Background: an optimization exercise with open tools, aiming at small area, a short achievable clock period and few clock cycles per item. Do not read the settings as production practice.
RTL that was checked went through simulation tests only; none was proved equivalent to the original.
Power is estimated from default activity; no workload was simulated.

== run A ==
Design fpu_top, start of the top module:
module fpu_top (
    input  logic            clk,
    input  logic            rst,
    input  logic            in_valid,
    output logic            in_ready,
    input  logic [31:0]     op_a,
    input  logic [31:0]     op_b,
    input  logic [1:0]      op,
    output logic            out_valid,
    input  logic            out_ready,
    output logic [31:0]     result,
    output logic [3:0]      flags
);
    localparam logic [1:0] SP_NONE = 2'd0;
    localparam logic [1:0] SP_NAN  = 2'd1;
    localparam logic [1:0] SP_INF  = 2'd2;
    localparam logic [1:0] SP_ZERO = 2'd3;
    logic v1, v2, ov, kv;
    logic ir, ovn;                
    logic go;
    assign go        = !kv;       
    assign in_ready  = ir;
    assign out_valid = !ovn;
    logic [31:0] r1_a, r1_b;
    logic [1:0]  r1_op;
    logic [11:0] bd_one, bd_two, bd_neg, r1_one, r1_two, r1_neg;
    fp_booth_enc u_benc (.f (op_b[22:0]), .one (bd_one), .two (bd_two), .neg (bd_neg));
    always_ff @(posedge clk) begin
        if (rst)     v1 <= 1'b0;
        else if (go) v1 <= in_valid;
    end
    always_ff @(posedge clk) begin
        if (go) begin
            r1_a  <= op_a;
            r1_b  <= op_b;
            r1_op <= op;
            r1_one <= bd_one;
            r1_two <= bd_two;
            r1_neg <= bd_neg;
        end
    end
    logic        sa, sb, esb;
    logic [7:0]  ea, eb;
    logic [22:0] fa, fb;
    logic        za, zb, inf_a, inf_b, nan_a, nan_b;
    logic        is_mul, is_rsvd;
    logic        a_ge, a_eq;
    assign sa = r1_a[31];
  ...
export LEC_CHECK = 0
export CAP_MARGIN = 20
export CORE_MARGIN = 2
export CORE_UTILIZATION = 45
export PLACE_DENSITY = 0.6
export SLEW_MARGIN = 20
create_clock -name core_clock -period 13.0 [get_ports {clk}]
standard.sh (not shown) runs the stock make flow with config.mk's settings and CLKGATE_MAP_FILE= SYNTH_SCRIPT=/design/flow/synth_recipe.tcl, a recipe that flattens the netlist after the stock synthesis.
==> flow/flow/run.sh <==
#!/bin/bash
# Standard layout with these changes:
#  - after the standard synthesis, flow/fixinv.py removes inverters between
#    full-adder cells (a full adder is self-dual, so a cell can work on
#    complemented inputs and give complemented outputs); registers and all
#    other cells are untouched;
#  - timing repair aims below the clock period: repair_timing works until
#    every path has SETUP_SLACK_MARGIN ns to spare;
#  - every input and output port still gets a buffer, a buf_2 rather than
#    the slow clkdlybuf4s50 delay cell that buffer_ports picks by default.
set -euo pipefail
M=8.8
R=orfs/results/sky130hd/fpu_top/base
bash standard.sh SETUP_SLACK_MARGIN=$M synth > synth.log 2>&1
cp $R/1_2_yosys.v synth_netlist_orig.log
python3 flow/fixinv.py synth_netlist_orig.log $R/1_2_yosys.v > fixinv.log 2>&1
touch $R/1_2_yosys.v
bash standard.sh SETUP_SLACK_MARGIN=$M "BUFFER_PORTS_ARGS=-buffer_cell sky130_fd_sc_hd__buf_2" CTS_CLUSTER_SIZE=22 CTS_CLUSTER_DIAMETER=120 finish > flow.log 2>&1
Other scripts of this flow, unchanged in this note and not shown: flow/flow/fixinv.py
Run A: all stages complete, timing, DRC and antenna checks passed
Testbench counts of run A, summed over its fixed seeds: cycles 16,040, items 16,000.
> inputs changed (run A -> run B)
-- flow/flow/run.sh --
<<< run A, line 1
#!/bin/bash
# Standard layout with these changes:
#  - after the standard synthesis, flow/fixinv.py removes inverters between
>>> run B, line 1
#!/bin/bash
# Standard layout with two changes:
#  - after the standard synthesis, flow/fixinv.py removes inverters between
<<< run A, line 17
touch $R/1_2_yosys.v
bash standard.sh SETUP_SLACK_MARGIN=$M "BUFFER_PORTS_ARGS=-buffer_cell sky130_fd_sc_hd__buf_2" CTS_CLUSTER_SIZE=22 CTS_CLUSTER_DIAMETER=120 finish > flow.log 2>&1
>>> run B, line 17
touch $R/1_2_yosys.v
bash standard.sh SETUP_SLACK_MARGIN=$M "BUFFER_PORTS_ARGS=-buffer_cell sky130_fd_sc_hd__buf_2" finish > flow.log 2>&1
In summary, run A completed successfully, with a layout that passed the timing, DRC and antenna checks. Run B: PASS, flow complete, no timing, DRC or antenna violations. In the tables for run B and run A, number of non-clock buffers reads higher with run A. On run B: portion of the layout cell area used by non-clock buffers is 0.43 points lower than what run A gave. Of run B and run A, it is run B that has the higher clock-cell share of area. Going from run A to run B, summed area of non-filler cells in the final layout picked up an extra 700 µm², final core utilization picked up an extra 0.91 points, met3 usage up 0.35 points, fraction of standard cell area in multi-input logic down 1.2 points. Transition at the pin with the smallest max-transition slack was higher in the run labelled run A. On count of max-cap constraint violations, run B and run A are basically level.
Edits applied to the flow inputs when going from run B to run C:
-- flow/flow/run.sh --
<<< run B, line 17
touch $R/1_2_yosys.v
bash standard.sh SETUP_SLACK_MARGIN=$M "BUFFER_PORTS_ARGS=-buffer_cell sky130_fd_sc_hd__buf_2" finish > flow.log 2>&1
>>> run C, line 17
touch $R/1_2_yosys.v
bash standard.sh SETUP_SLACK_MARGIN=$M "BUFFER_PORTS_ARGS=-buffer_cell sky130_fd_sc_hd__buf_2" CTS_CLUSTER_SIZE=30 CTS_CLUSTER_DIAMETER=150 finish > flow.log 2>&1
## What came out
- For clock power, dividing the value from run C by the value from run B gives 0.51.
- Against run B, run C reports a relative contribution of combinational cells to total power that is higher.
- STATUS wire length after detailed routing: run C loses against run B
- Met1 wire length in run C vs run B: up 0.90%
- Going from run B to run C, layout buffering overhead excluding clock cells now larger, cell internal power dissipation now smaller, minimum period implied by the final worst setup slack now smaller.
- Going from run B to run C, total power lost 640 µW; buffering stage count on the worst path with inverters included flat.
> inputs changed (run C -> run D)
==> flow/flow/run.sh <==
#!/bin/bash
# Standard layout with these changes:
#  - after the standard synthesis, flow/fixinv.py removes inverters between
#    full-adder cells (a full adder is self-dual, so a cell can work on
#    complemented inputs and give complemented outputs); registers and all
#    other cells are untouched;
#  - timing repair aims below the clock period: repair_timing works until
#    every path has SETUP_SLACK_MARGIN ns to spare;
#  - every input and output port still gets a buffer, a buf_2 rather than
#    the slow clkdlybuf4s50 delay cell that buffer_ports picks by default;
#  - clock tree sink clusters of up to 22 flip-flops (fewer leaf buffers).
set -euo pipefail
M=8.8
R=orfs/results/sky130hd/fpu_top/base
bash standard.sh SETUP_SLACK_MARGIN=$M synth > synth.log 2>&1
cp $R/1_2_yosys.v synth_netlist_orig.log
python3 flow/fixinv.py synth_netlist_orig.log $R/1_2_yosys.v > fixinv.log 2>&1
touch $R/1_2_yosys.v
bash standard.sh SETUP_SLACK_MARGIN=$M "BUFFER_PORTS_ARGS=-buffer_cell sky130_fd_sc_hd__buf_2" CTS_CLUSTER_SIZE=22 CTS_CLUSTER_DIAMETER=120 PLACE_DENSITY=0.8 finish > flow.log 2>&1
Compared to run C, run D has detailed route wirelength on metal3 22% higher.
Portion of total power attributed to sequential cells essentially unchanged between run D and run C.
From run C to run D the numbers moved as follows: fmax went down by 0.54%; met3 routing resource usage after global routing climbed 1.5 points; non-clock buffer count decreased 9; final count of pins violating max slew saw little to no change.
Total power (run D vs. run C) increases slightly
Run C -> run D: height of the die delta 0, exact match
Run D and run C ended up with nearly the same proportion of cell area spent on the clock network.
The setup slack of run D is smaller than that of run C.
Compared with run C, via count in run D decreased slightly.

========
Another version of the RTL of fpu_top (not shown whole).
Size in the first run: roughly 3,500 cells after synthesis, ~340 flip-flops, ~110 I/O pins, roughly 34,000 um2 of cells after synthesis.
Design fpu_top, start of the top module:
module fpu_top (
    input  logic            clk,
    input  logic            rst,
    input  logic            in_valid,
    output logic            in_ready,
    input  logic [31:0]     op_a,
    input  logic [31:0]     op_b,
    input  logic [1:0]      op,
    output logic            out_valid,
    input  logic            out_ready,
    output logic [31:0]     result,
    output logic [3:0]      flags
);
==> flow/config.mk <==
export PLATFORM = sky130hd
export DESIGN_NAME = fpu_top
export DESIGN_NICKNAME = fpu_top
export VERILOG_FILES = /design/flow/design.v
export SDC_FILE = /design/flow/constraint.sdc
export NUM_CORES = 4
export LEC_CHECK = 0
export CAP_MARGIN = 20
export CORE_MARGIN = 2
export CORE_UTILIZATION = 45
export PLACE_DENSITY = 0.6
export SLEW_MARGIN = 20
==> flow/constraint.sdc <==
create_clock -name core_clock -period 13.0 [get_ports {clk}]
set_input_delay 2.6000 -clock core_clock [delete_from_list [all_inputs] [get_ports {clk}]]
set_output_delay 2.6000 -clock core_clock [all_outputs]
set_load 0.01 [all_outputs]
==> flow/flow/run.sh <==
#!/bin/bash
# Standard layout, with timing repair aiming below the clock period:
# repair_timing works until every path has SETUP_SLACK_MARGIN ns to spare.
set -o pipefail
bash standard.sh SETUP_SLACK_MARGIN=8.7 finish > flow.log 2>&1
Change:
==> flow/flow/run.sh (replaced) <==
#!/bin/bash
# Standard layout, with timing repair aiming below the clock period:
# repair_timing works until every path has SETUP_SLACK_MARGIN ns to spare.
set -o pipefail
bash standard.sh SETUP_SLACK_MARGIN=8.3 finish > flow.log 2>&1
After rerunning: Register-to-register slack loses 0.22 ns; sequential share of layout area increases by 1.8 points; worst hold slack improved by 0.0031 ns; design area went down by a few percent; area after synthesis is unchanged; routed wire length falls by a little under a tenth.
No run of this note included a check of the RTL's function; only the layout flow was run.

========
## run 1
Another version of the RTL of fpu_top (not shown whole).
For scale: ~340 flip-flops, about 110 I/O pins.
clock: 13.0 ns
lec_check: 0
cap_margin: 20
core_margin: 2
core_utilization: 45
place_density: 0.6
slew_margin: 20
run.sh (not shown) runs the stock make flow with config.mk's settings and CLKGATE_MAP_FILE= SYNTH_SCRIPT=/design/flow/synth_recipe.tcl, a recipe that flattens the netlist after the stock synthesis.
Stock flow here: none of the scripts above is used.
Run 1 finished every step from synthesis to the final layout, and the layout passed the timing, DRC and antenna checks.
Testbench counts of run 1, summed over its fixed seeds: cycles 16,040, items 16,000.
--- input diff run 1..run 2 ---
==> flow/flow/run.sh (new file) <==
#!/bin/bash
# Standard layout, with timing repair aiming below the clock period:
# repair_timing works until every path has SETUP_SLACK_MARGIN ns to spare.
set -o pipefail
bash standard.sh SETUP_SLACK_MARGIN=9.2 finish > flow.log 2>&1
==> flow/standard.sh (new file) <==
#!/bin/bash
# synth_recipe.tcl (not shown) runs the flow's synth.tcl, then flattens the netlist and writes it again
# the make line also repeats each setting of config.mk as NAME=value (left out here)
make -C /OpenROAD-flow-scripts/flow DESIGN_CONFIG=/design/flow/config.mk WORK_HOME=/design/flow/orfs CLKGATE_MAP_FILE= SYNTH_SCRIPT=/design/flow/synth_recipe.tcl "${@:-finish}"
removed: flow/run.sh
- For run 2, the most common cell after layout, fill and taps aside was sky130_fd_sc_hd__edfxtp_1, unlike run 1, where it was sky130_fd_sc_hd__inv_1.
- Run 2 vs. run 1: worst path buffer plus inverter count went up by 2.
- Compared run 2 vs run 1, and antenna diode count is up in run 2.
- Of the two values seen for startpoint of the most critical setup path, r1_b[1] was produced by run 1 and r1_b[14] by run 2.
- Run 1 vs run 2, cell type of the slowest stage on the worst timing path: sky130_fd_sc_hd__buf_4 vs sky130_fd_sc_hd__edfxtp_1
- Summary of run 2 over run 1: count of vias placed by the detailed router went up; switching component of the power went up; clock tree cell share of total cell area did not really move.
- From run 1 to run 2 the numbers moved as follows: sequential cell area share shrank by 3.5 points, transition time of the tightest slew-check pin shrank by 0.12 ns, hold slack grew by 0.018 ns, global-route wire length before repair grew by about 11%.
- In the reports for run 2 and run 1, the smaller fraction of power consumed by combinational cells belongs to run 1.
Modified inputs, run 3 compared to run 2
diff --git a/flow/flow/run.sh b/flow/flow/run.sh
--- a/flow/flow/run.sh
+++ b/flow/flow/run.sh
@@ -5 +5 @@
-bash standard.sh SETUP_SLACK_MARGIN=9.2 finish > flow.log 2>&1
+bash standard.sh SETUP_SLACK_MARGIN=8 finish > flow.log 2>&1
Findings:
- Result: PASS for each of run 2 and run 3
- Note that the fmax recorded for run 2 amounts to 1.09 times the value seen in run 3.
- Reported for run 2 and run 3, share of async-settable or async-resettable flops after synthesis turned out identical to the last digit.
- Run 3 ended up with a higher fraction of area in clock buffers and inverters than run 2 did.

========
Setup of job 6785:
fpu_top, a different RTL version from the one above (not shown whole).
For scale: about 3,400 cells after synthesis, roughly 110 I/O pins, roughly 37,000 um2 of cells after synthesis.
Settings: LEC_CHECK=0, CAP_MARGIN=20, CORE_MARGIN=2, CORE_UTILIZATION=45, PLACE_DENSITY=0.6, SLEW_MARGIN=20; clock period 13.0 ns.
standard.sh (not shown) runs the stock make flow with config.mk's settings and CLKGATE_MAP_FILE= SYNTH_SCRIPT=/design/flow/synth_recipe.tcl, a recipe that flattens the netlist after the stock synthesis.
==> flow/flow/run.sh <==
#!/bin/bash
# Standard layout with two changes:
#  - after the standard synthesis, flow/fixinv.py removes inverters between
#    full-adder cells (a full adder is self-dual, so a cell can work on
#    complemented inputs and give complemented outputs); registers and all
#    other cells are untouched;
#  - timing repair aims below the clock period: repair_timing works until
#    every path has SETUP_SLACK_MARGIN ns to spare;
#  - every input and output port still gets a buffer, a buf_2 rather than
#    the slow clkdlybuf4s50 delay cell that buffer_ports picks by default.
set -euo pipefail
M=8.8
R=orfs/results/sky130hd/fpu_top/base
bash standard.sh SETUP_SLACK_MARGIN=$M synth > synth.log 2>&1
cp $R/1_2_yosys.v synth_netlist_orig.log
python3 flow/fixinv.py synth_netlist_orig.log $R/1_2_yosys.v > fixinv.log 2>&1
touch $R/1_2_yosys.v
bash standard.sh SETUP_SLACK_MARGIN=$M "BUFFER_PORTS_ARGS=-buffer_cell sky130_fd_sc_hd__buf_2" finish > flow.log 2>&1
Other scripts of this flow, unchanged in this note and not shown: flow/flow/fixinv.py
Relative to job 6785, the following input files were edited for job 9823:
diff --git a/flow/flow/run.sh b/flow/flow/run.sh
--- a/flow/flow/run.sh
+++ b/flow/flow/run.sh
@@ -10,5 +10,5 @@
 #    the slow clkdlybuf4s50 delay cell that buffer_ports picks by default.
 set -euo pipefail
-M=8.8
+M=8.5
 R=orfs/results/sky130hd/fpu_top/base
 bash standard.sh SETUP_SLACK_MARGIN=$M synth > synth.log 2>&1
--- outcome ---
- Job 9823 vs. job 6785: number of failing hold endpoints at the final stage saw little to no change; core utilization saw a decrease; depth of the most critical reg-to-reg path saw an increase; total internal power saw a decrease.
No run of this note included a check of the RTL's function; only the layout flow was run.

========
fpu_top with an RTL version that a note above also has.
Size in the first run: about 110 I/O pins.
Design fpu_top, start of the top module:
module fpu_top (
    input  logic            clk,
    input  logic            rst,
    input  logic            in_valid,
    output logic            in_ready,
    input  logic [31:0]     op_a,
    input  logic [31:0]     op_b,
    input  logic [1:0]      op,
    output logic            out_valid,
    input  logic            out_ready,
    output logic [31:0]     result,
    output logic [3:0]      flags
);
    localparam logic [1:0] SP_NONE = 2'd0;
    localparam logic [1:0] SP_NAN  = 2'd1;
    localparam logic [1:0] SP_INF  = 2'd2;
    localparam logic [1:0] SP_ZERO = 2'd3;
    logic v1, v2, ov, kv;
    logic ir, ovn;                
    logic go;
    assign go        = !kv;       
    assign in_ready  = ir;
    assign out_valid = !ovn;
    logic [31:0] r1_a, r1_b;
    logic [1:0]  r1_op;
    logic [11:0] bd_one, bd_two, bd_neg, r1_one, r1_two, r1_neg;
    fp_booth_enc u_benc (.f (op_b[22:0]), .one (bd_one), .two (bd_two), .neg (bd_neg));
    always_ff @(posedge clk) begin
        if (rst)     v1 <= 1'b0;
        else if (go) v1 <= in_valid;
    end
    always_ff @(posedge clk) begin
        if (go) begin
            r1_a  <= op_a;
            r1_b  <= op_b;
            r1_op <= op;
            r1_one <= bd_one;
            r1_two <= bd_two;
            r1_neg <= bd_neg;
        end
    end
    logic        sa, sb, esb;
    logic [7:0]  ea, eb;
    logic [22:0] fa, fb;
    logic        za, zb, inf_a, inf_b, nan_a, nan_b;
    logic        is_mul, is_rsvd;
    logic        a_ge, a_eq;
    assign sa = r1_a[31];
    assign sb = r1_b[31];
    assign ea = r1_a[30:23];
    assign eb = r1_b[30:23];
    assign fa = r1_a[22:0];
    assign fb = r1_b[22:0];
    assign za    = (ea == 8'd0);
    assign zb    = (eb == 8'd0);
    assign inf_a = (&ea) && (fa == 23'd0);
    assign inf_b = (&eb) && (fb == 23'd0);
    assign nan_a = (&ea) && (fa != 23'd0);
    assign nan_b = (&eb) && (fb != 23'd0);
    assign is_mul  = (r1_op == 2'd2);
    assign is_rsvd = (r1_op == 2'd3);
    assign esb     = sb ^ r1_op[0];    
    fp_pfx_add #(.W(31)) u_cmp (
        .a (r1_a[30:0]), .b (~r1_b[30:0]), .cin (1'b1), .s (), .co (a_ge)
    );
  ...
export LEC_CHECK = 0
export CAP_MARGIN = 20
export CORE_MARGIN = 2
export CORE_UTILIZATION = 45
export PLACE_DENSITY = 0.6
export SLEW_MARGIN = 20
create_clock -name core_clock -period 13.0 [get_ports {clk}]
==> flow/flow/run.sh <==
#!/bin/bash
# Standard layout with these changes:
#  - after the standard synthesis, flow/fixinv.py removes inverters between
#    full-adder cells (a full adder is self-dual, so a cell can work on
#    complemented inputs and give complemented outputs); registers and all
#    other cells are untouched;
#  - timing repair aims below the clock period: repair_timing works until
#    every path has SETUP_SLACK_MARGIN ns to spare;
#  - every input and output port still gets a buffer, a buf_2 rather than
#    the slow clkdlybuf4s50 delay cell that buffer_ports picks by default;
#  - clock tree sink clusters of up to 22 flip-flops (fewer leaf buffers).
set -euo pipefail
M=8.9
R=orfs/results/sky130hd/fpu_top/base
bash standard.sh SETUP_SLACK_MARGIN=$M synth > synth.log 2>&1
cp $R/1_2_yosys.v synth_netlist_orig.log
python3 flow/fixinv.py synth_netlist_orig.log $R/1_2_yosys.v > fixinv.log 2>&1
touch $R/1_2_yosys.v
bash standard.sh SETUP_SLACK_MARGIN=$M "BUFFER_PORTS_ARGS=-buffer_cell sky130_fd_sc_hd__buf_2" CTS_CLUSTER_SIZE=22 CTS_CLUSTER_DIAMETER=120 PLACE_DENSITY=0.72 finish > flow.log 2>&1
Other scripts of this flow, unchanged in this note and not shown: flow/flow/fixinv.py
Testbench counts at the start, summed over its fixed seeds: cycles 16,040, items 16,000.
Then changed:
--- a/flow/flow/run.sh
+++ b/flow/flow/run.sh
@@ -12,3 +12,3 @@
 set -euo pipefail
-M=8.9
+M=8.6
 R=orfs/results/sky130hd/fpu_top/base
@@ -18,2 +18,2 @@
 touch $R/1_2_yosys.v
-bash standard.sh SETUP_SLACK_MARGIN=$M "BUFFER_PORTS_ARGS=-buffer_cell sky130_fd_sc_hd__buf_2" CTS_CLUSTER_SIZE=22 CTS_CLUSTER_DIAMETER=120 PLACE_DENSITY=0.72 finish > flow.log 2>&1
+bash standard.sh SETUP_SLACK_MARGIN=$M "BUFFER_PORTS_ARGS=-buffer_cell sky130_fd_sc_hd__buf_2" CTS_CLUSTER_SIZE=22 CTS_CLUSTER_DIAMETER=120 finish > flow.log 2>&1
Effect:
- sequential power barely changes
- first-iteration DRC count fell by a little under a tenth
- power rose slightly
- area after synthesis stays the same
- non-clock buffer count fell by 24
- fmax fell by a few percent
- sequential share of layout area rose by 0.28 points
- routed wire length rose by roughly a tenth
- cell area fell slightly
- setup slack got worse by 0.24 ns
- combinational power hardly moves
Then changed:
--- a/flow/flow/run.sh
+++ b/flow/flow/run.sh
@@ -12,3 +12,3 @@
 set -euo pipefail
-M=8.6
+M=8.8
 R=orfs/results/sky130hd/fpu_top/base
The changed run finished with timing, DRC and antenna clean.
Synthesized area does not change.
Design area rises by 1.3%.
Utilization grows by 0.66 points.
Setup slack improved by 0.18 ns.
Wire length drops by 0.44%.
Then changed:
--- a/flow/flow/run.sh
+++ b/flow/flow/run.sh
@@ -10,5 +10,6 @@
 #    the slow clkdlybuf4s50 delay cell that buffer_ports picks by default;
-#  - clock tree sink clusters of up to 22 flip-flops (fewer leaf buffers).
+#  - clock tree sink clusters of up to 22 flip-flops (fewer leaf buffers);
+#  - placement density 0.72 (shorter wires).
 set -euo pipefail
-M=8.8
+M=8.9
 R=orfs/results/sky130hd/fpu_top/base
@@ -18,2 +19,2 @@
 touch $R/1_2_yosys.v
-bash standard.sh SETUP_SLACK_MARGIN=$M "BUFFER_PORTS_ARGS=-buffer_cell sky130_fd_sc_hd__buf_2" CTS_CLUSTER_SIZE=22 CTS_CLUSTER_DIAMETER=120 finish > flow.log 2>&1
+bash standard.sh SETUP_SLACK_MARGIN=$M "BUFFER_PORTS_ARGS=-buffer_cell sky130_fd_sc_hd__buf_2" CTS_CLUSTER_SIZE=22 CTS_CLUSTER_DIAMETER=120 PLACE_DENSITY=0.72 finish > flow.log 2>&1
Outcome: The new run ran to the end with no violations; core utilization is lower by 0.18 points; sequential share of layout area is higher by 0.11 points; clock-buffer cell count is lower by 2; hold slack hardly moves; first-iteration DRC count is higher by 13%; synthesized area does not change; worst setup slack gets better by 0.058 ns; global-route usage is lower by 2.6 points.
Then changed:
--- a/flow/flow/run.sh
+++ b/flow/flow/run.sh
@@ -9,7 +9,5 @@
 #  - every input and output port still gets a buffer, a buf_2 rather than
-#    the slow clkdlybuf4s50 delay cell that buffer_ports picks by default;
-#  - clock tree sink clusters of up to 22 flip-flops (fewer leaf buffers);
-#  - placement density 0.72 (shorter wires).
+#    the slow clkdlybuf4s50 delay cell that buffer_ports picks by default.
 set -euo pipefail
-M=8.9
+M=9.1
 R=orfs/results/sky130hd/fpu_top/base
@@ -19,2 +17,2 @@
 touch $R/1_2_yosys.v
-bash standard.sh SETUP_SLACK_MARGIN=$M "BUFFER_PORTS_ARGS=-buffer_cell sky130_fd_sc_hd__buf_2" CTS_CLUSTER_SIZE=22 CTS_CLUSTER_DIAMETER=120 PLACE_DENSITY=0.72 finish > flow.log 2>&1
+bash standard.sh SETUP_SLACK_MARGIN=$M "BUFFER_PORTS_ARGS=-buffer_cell sky130_fd_sc_hd__buf_2" CTS_CLUSTER_SIZE=22 CTS_CLUSTER_DIAMETER=120 finish > flow.log 2>&1
=> Final cell count went up by a few percent; setup slack improved by 0.091 ns; cell area went up by a little under a tenth; maximum frequency went up by a few percent; non-clock buffer count went up by 114; clock skew went down by 0.0051 ns; synthesized area is unchanged; count of clock-buffer cells in the layout stays the same; wire length went up by about a fifth; die area is unchanged.
Then changed:
--- a/flow/flow/run.sh
+++ b/flow/flow/run.sh
@@ -1,3 +1,3 @@
 #!/bin/bash
-# Standard layout with these changes:
+# Standard layout with two changes:
 #  - after the standard synthesis, flow/fixinv.py removes inverters between
@@ -11,3 +11,3 @@
 set -euo pipefail
-M=9.1
+M=8.5
 R=orfs/results/sky130hd/fpu_top/base
@@ -17,2 +17,2 @@
 touch $R/1_2_yosys.v
-bash standard.sh SETUP_SLACK_MARGIN=$M "BUFFER_PORTS_ARGS=-buffer_cell sky130_fd_sc_hd__buf_2" CTS_CLUSTER_SIZE=22 CTS_CLUSTER_DIAMETER=120 finish > flow.log 2>&1
+bash standard.sh SETUP_SLACK_MARGIN=$M "BUFFER_PORTS_ARGS=-buffer_cell sky130_fd_sc_hd__buf_2" finish > flow.log 2>&1
Routed wire length falls by 5.7%.
Design area came out lower by 6.2%.
Combinational power fell by 9.3%.
First-iteration DRC count is lower by 1.8%.
Global-route usage shrinks by 0.96 points.
Non-clock buffer count decreases by 137.
Cell count shrinks by 2.1%.
Core utilization is lower by 3.3 points.

## port drivers added, routing unchanged
In the flow no input, the clock included, has a driving cell. The finished layouts below were timed again as built, in two steps. Step 1: set_driving_cell puts a clkbuf_16 on clk and a buf_2 on each other input, an assumption about the parent block. Step 2 adds t to the input delays and takes it off the output delays; t is the mean of the earliest and latest rising clock arrival at the registers after step 1. Input paths then give back, and output paths get back, about the clock's delay inside the block. a / b / c = ideal / step 1 / step 2; a / b = the first two.
| run | t, ns | setup slack, ns | worst setup path after step 2 | latest minus earliest clock arrival (ns) | cell pins on the clock port's net |
|---|---|---|---|---|---|
| run A | 0.667 | 8.760 / 8.760 / 8.755 | input to register | 0.042 / 0.043 | 1 |
| run B | 0.679 | 8.780 / 8.780 / 8.780 | register to register | 0.021 / 0.022 | 1 |
| run C | 0.650 | 8.792 / 8.792 / 8.575 | input to register | 0.046 / 0.046 | 1 |
| run D | 0.635 | 8.769 / 8.769 / 8.638 | input to register | 0.055 / 0.056 | 1 |
| the first run of note 2 | 0.663 | 8.591 / 8.591 / 8.282 | input to register | 0.033 / 0.033 | 1 |
| the second run of note 2 | 0.655 | 8.374 / 8.374 / 8.374 | register to register | 0.030 / 0.030 | 1 |
| run 1 | 0.649 | 7.248 / 7.248 / 7.248 | register to register | 0.030 / 0.031 | 1 |
| run 2 | 0.653 | 8.527 / 8.527 / 8.527 | register to register | 0.059 / 0.060 | 1 |
| run 3 | 0.649 | 8.145 / 8.095 / 8.145 | register to register | 0.028 / 0.029 | 1 |
| job 6785 | 0.678 | 8.849 / 8.849 / 8.587 | input to register | 0.032 / 0.032 | 1 |
| job 9823 | 0.690 | 8.435 / 8.435 / 8.181 | input to register | 0.045 / 0.044 | 1 |
| the first run of note 5 | 0.654 | 8.818 / 8.818 / 8.613 | input to register | 0.050 / 0.050 | 1 |
| the second run of note 5 | 0.668 | 8.576 / 8.576 / 8.386 | input to register | 0.032 / 0.032 | 1 |
| the third run of note 5 | 0.667 | 8.760 / 8.760 / 8.755 | input to register | 0.042 / 0.043 | 1 |
| the fourth run of note 5 | 0.654 | 8.818 / 8.818 / 8.613 | input to register | 0.050 / 0.050 | 1 |
| the fifth run of note 5 | 0.674 | 8.908 / 8.908 / 8.816 | input to register | 0.043 / 0.043 | 1 |
| the sixth run of note 5 | 0.678 | 8.567 / 8.567 / 8.341 | input to register | 0.023 / 0.023 | 1 |
After both steps every run listed still meets setup and hold. For the first run of note 2, which loses most, drivers alone change the setup slack by 0.000 ns; drivers and shift together by -0.309 ns.
